From an optimization exercise on the open Yosys and OpenROAD flow, aimed at small area; shortcuts taken in it are not production practice.
Where RTL was checked, it was by simulation tests only, not by an equivalence proof against the original.

==> module cst_queue, before the edit <==
module cst_queue (
  input  logic        clk,
  input  logic        rst,
  input  logic        fire,
  input  logic        push,
  input  logic [71:0] last_entry,
  output logic        full,
  input  logic        pop,
  output logic [71:0] head,
  output logic        empty
);
  logic [71:0] store [3];
  logic [3:0]  head_oh;        
  logic [2:0]  wr_oh, rd_cur, rd_next;
  logic [1:0]  count, count_next;
  logic        last_held;      
  logic        pop_last, pop_store, wr;
  assign full      = (count == 2'd3) && last_held;
  assign empty     = head_oh[3] && !last_held;
  assign head      = ({72{head_oh[0]}} & store[0])
                   | ({72{head_oh[1]}} & store[1])
                   | ({72{head_oh[2]}} & store[2])
                   | ({72{head_oh[3]}} & last_entry);
  assign pop_last  = pop && head_oh[3];
  assign pop_store = pop && !head_oh[3];
  assign wr        = fire && last_held && !pop_last;
  assign count_next = count + {1'b0, wr} - {1'b0, pop_store};
  assign rd_cur     = head_oh[3] ? wr_oh : head_oh[2:0];
  assign rd_next    = pop_store ? {rd_cur[1:0], rd_cur[2]} : rd_cur;
  always_ff @(posedge clk) begin
    for (int i = 0; i < 3; i++) begin
      if (wr && wr_oh[i]) store[i] <= last_entry;
    end
  end
  always_ff @(posedge clk) begin
    if (rst) begin
      head_oh   <= 4'b1000;
      wr_oh     <= 3'b001;
      count     <= 2'd0;
      last_held <= 1'b0;
    end else begin
      if (wr) wr_oh <= {wr_oh[1:0], wr_oh[2]};
      count   <= count_next;
      head_oh <= (count_next == 2'd0) ? 4'b1000 : {1'b0, rd_next};
      if (fire)          last_held <= push;
      else if (pop_last) last_held <= 1'b0;
    end
  end
endmodule
Settings: LEC_CHECK=0, CAP_MARGIN=20, CORE_MARGIN=2, CORE_UTILIZATION=40, SLEW_MARGIN=20; clock period 8.0 ns.
standard.sh (not shown) runs the stock make flow with config.mk's settings and CLKGATE_MAP_FILE= SYNTH_SCRIPT=/design/flow/synth_recipe.tcl, a recipe that flattens the netlist after the stock synthesis.
==> flow/flow/run.sh <==
#!/bin/bash
# Own layout flow: the standard flow with three changes.
#  1. After the standard synthesis, the combinational logic is mapped again
#     by ABC for area (remap.ys): each ABC script in scripts.abc is tried and
#     the netlist with the smallest cell area is kept. Every register keeps
#     the instance, name and cell the standard synthesis gave it.
#  2. Port buffers are the smallest buffer cell.
#  3. Clock tree synthesis uses larger sink clusters and no dummy loads.
# Each tool's full output goes to a log file in this folder.
set -euo pipefail
HERE=$(pwd)
R=$HERE/orfs/results/$FLOW_PLATFORM/c_subset_token_scanner/base
LIB=$FLOW_HOME/platforms/$FLOW_PLATFORM/lib/sky130_fd_sc_hd__tt_025C_1v80.lib
YOSYS=$FLOW_HOME/../tools/install/yosys/bin/yosys
[[ -x $YOSYS ]] || YOSYS=yosys

bash standard.sh synth > 1_standard_synth.log 2>&1
cp "$R/1_2_yosys.v" "$HERE/1_2_yosys_standard.v"

python3 flow/mklibs.py "$LIB" "$HERE/comb.lib" "$HERE/abc.lib" > 2_mklibs.log 2>&1

best=""; best_area=""
i=0
while IFS= read -r script; do
  [[ -z "$script" ]] && continue
  i=$((i + 1))
  printf '%s\n' "$script" > "remap_$i.abc"
  sed -e "s#@LIB@#$LIB#; s#@COMB@#$HERE/comb.lib#; s#@ABCLIB@#$HERE/abc.lib#" \
      -e "s#@IN@#$HERE/1_2_yosys_standard.v#; s#@TOP@#$FLOW_TOP#" \
      -e "s#@SCRIPT@#$HERE/remap_$i.abc#; s#@OUT@#$HERE/1_2_yosys_remap_$i.v#" \
      flow/remap.ys.in > "remap_$i.ys"
  if "$YOSYS" -l "3_remap_$i.log" "remap_$i.ys" > /dev/null 2>&1; then
    area=$(grep "Chip area" "3_remap_$i.log" | tail -1 | awk '{print $NF}')
    echo "script $i: area $area: $script" >> 3_remap_summary.log
    if [[ -n "$area" ]] && { [[ -z "$best_area" ]] || python3 -c "import sys; sys.exit(0 if float('$area') < float('$best_area') else 1)"; }; then
      best=$i; best_area=$area
    fi
  else
    echo "script $i: failed: $script" >> 3_remap_summary.log
  fi
done < flow/scripts.abc
echo "kept script $best (area $best_area)" >> 3_remap_summary.log
cp "$HERE/1_2_yosys_remap_$best.v" "$R/1_2_yosys.v"
rm -f "$R/1_synth.odb" "$R/1_synth.sdc"

export BUFFER_PORTS_ARGS="-buffer_cell sky130_fd_sc_hd__buf_1"
export CTS_ARGS="-sink_clustering_enable -repair_clock_nets -dont_use_dummy_load -sink_clustering_size 20 -sink_clustering_max_diameter 60 -buf_list {sky130_fd_sc_hd__clkbuf_4 sky130_fd_sc_hd__clkbuf_8}"
bash standard.sh > 4_standard_layout.log 2>&1
Other scripts of this flow, unchanged in this note and not shown: flow/flow/mklibs.py, flow/flow/remap.ys.in, flow/flow/scripts.abc
Edit:
--- a/flow/design.v
+++ b/flow/design.v
@@ -217,40 +217,38 @@
   output logic [71:0] head,
   output logic        empty
 );
   logic [71:0] store [3];
-  logic [3:0]  head_oh;        
-  logic [2:0]  wr_oh, rd_cur, rd_next;
-  logic [1:0]  count, count_next;
+  logic [2:0]  rd_oh, wr_oh;
+  logic [1:0]  count;
+  logic        none_stored;    
   logic        last_held;      
   logic        pop_last, pop_store, wr;
-  assign full      = (count == 2'd3) && last_held;
-  assign empty     = head_oh[3] && !last_held;
-  assign head      = ({72{head_oh[0]}} & store[0])
-                   | ({72{head_oh[1]}} & store[1])
-                   | ({72{head_oh[2]}} & store[2])
-                   | ({72{head_oh[3]}} & last_entry);
-  assign pop_last  = pop && head_oh[3];
-  assign pop_store = pop && !head_oh[3];
-  assign wr        = fire && last_held && !pop_last;
-  assign count_next = count + {1'b0, wr} - {1'b0, pop_store};
-  assign rd_cur     = head_oh[3] ? wr_oh : head_oh[2:0];
-  assign rd_next    = pop_store ? {rd_cur[1:0], rd_cur[2]} : rd_cur;
+  assign none_stored = (count == 2'd0);
+  assign full        = (count == 2'd3) && last_held;
+  assign empty       = none_stored && !last_held;
+  assign head        = ({72{!none_stored && rd_oh[0]}} & store[0])
+                     | ({72{!none_stored && rd_oh[1]}} & store[1])
+                     | ({72{!none_stored && rd_oh[2]}} & store[2])
+                     | ({72{none_stored}} & last_entry);
+  assign pop_last    = pop && none_stored;
+  assign pop_store   = pop && !none_stored;
+  assign wr          = fire && last_held && !pop_last;
   always_ff @(posedge clk) begin
     for (int i = 0; i < 3; i++) begin
       if (wr && wr_oh[i]) store[i] <= last_entry;
     end
   end
   always_ff @(posedge clk) begin
     if (rst) begin
-      head_oh   <= 4'b1000;
+      rd_oh     <= 3'b001;
       wr_oh     <= 3'b001;
       count     <= 2'd0;
       last_held <= 1'b0;
     end else begin
-      if (wr) wr_oh <= {wr_oh[1:0], wr_oh[2]};
-      count   <= count_next;
-      head_oh <= (count_next == 2'd0) ? 4'b1000 : {1'b0, rd_next};
+      if (wr)        wr_oh <= {wr_oh[1:0], wr_oh[2]};
+      if (pop_store) rd_oh <= {rd_oh[1:0], rd_oh[2]};
+      count <= count + {1'b0, wr} - {1'b0, pop_store};
       if (fire)          last_held <= push;
       else if (pop_last) last_held <= 1'b0;
     end
   end
=>
- The new run passed the timing, design-rule and antenna checks
- synthesized cell count came out lower slightly
- cell area went down slightly
- worst hold slack gets better by 6.0 ps
- clock-buffer cell count falls by 4
- core utilization rose by 0.24 points
Only the layout flow was run in the first run of this note; the RTL was not checked for function there.

==> separate check: timing with driven ports <==
How much do the figures lean on ideal ports? The routed layouts below were timed once more, with nothing changed but the port constraints.
Step 1 sets driving cells, clkbuf_16 on the clock port and buf_2 on the other inputs (assumed; they add their load-dependent delay and slew).
Step 2 times the ports against the registers' clock, not the clock port: input delays grow and output delays shrink by t, the midpoint of the rising clock arrivals with the driver on.
a / b / c = no drivers / after step 1 / after step 2; a / b = the first two.
| run | shift t [ns] | setup WS [ns] | worst setup path after step 2 | worst data-port slew with drivers (ns) |
|---|---|---|---|---|
| the first run | 0.611 | 0.261 / 0.215 / 0.826 | register to output | 0.06 |
| the second run | 0.601 | 0.287 / 0.238 / 0.656 | register to register | 0.05 |
After both steps setup and hold are still met in every run listed.
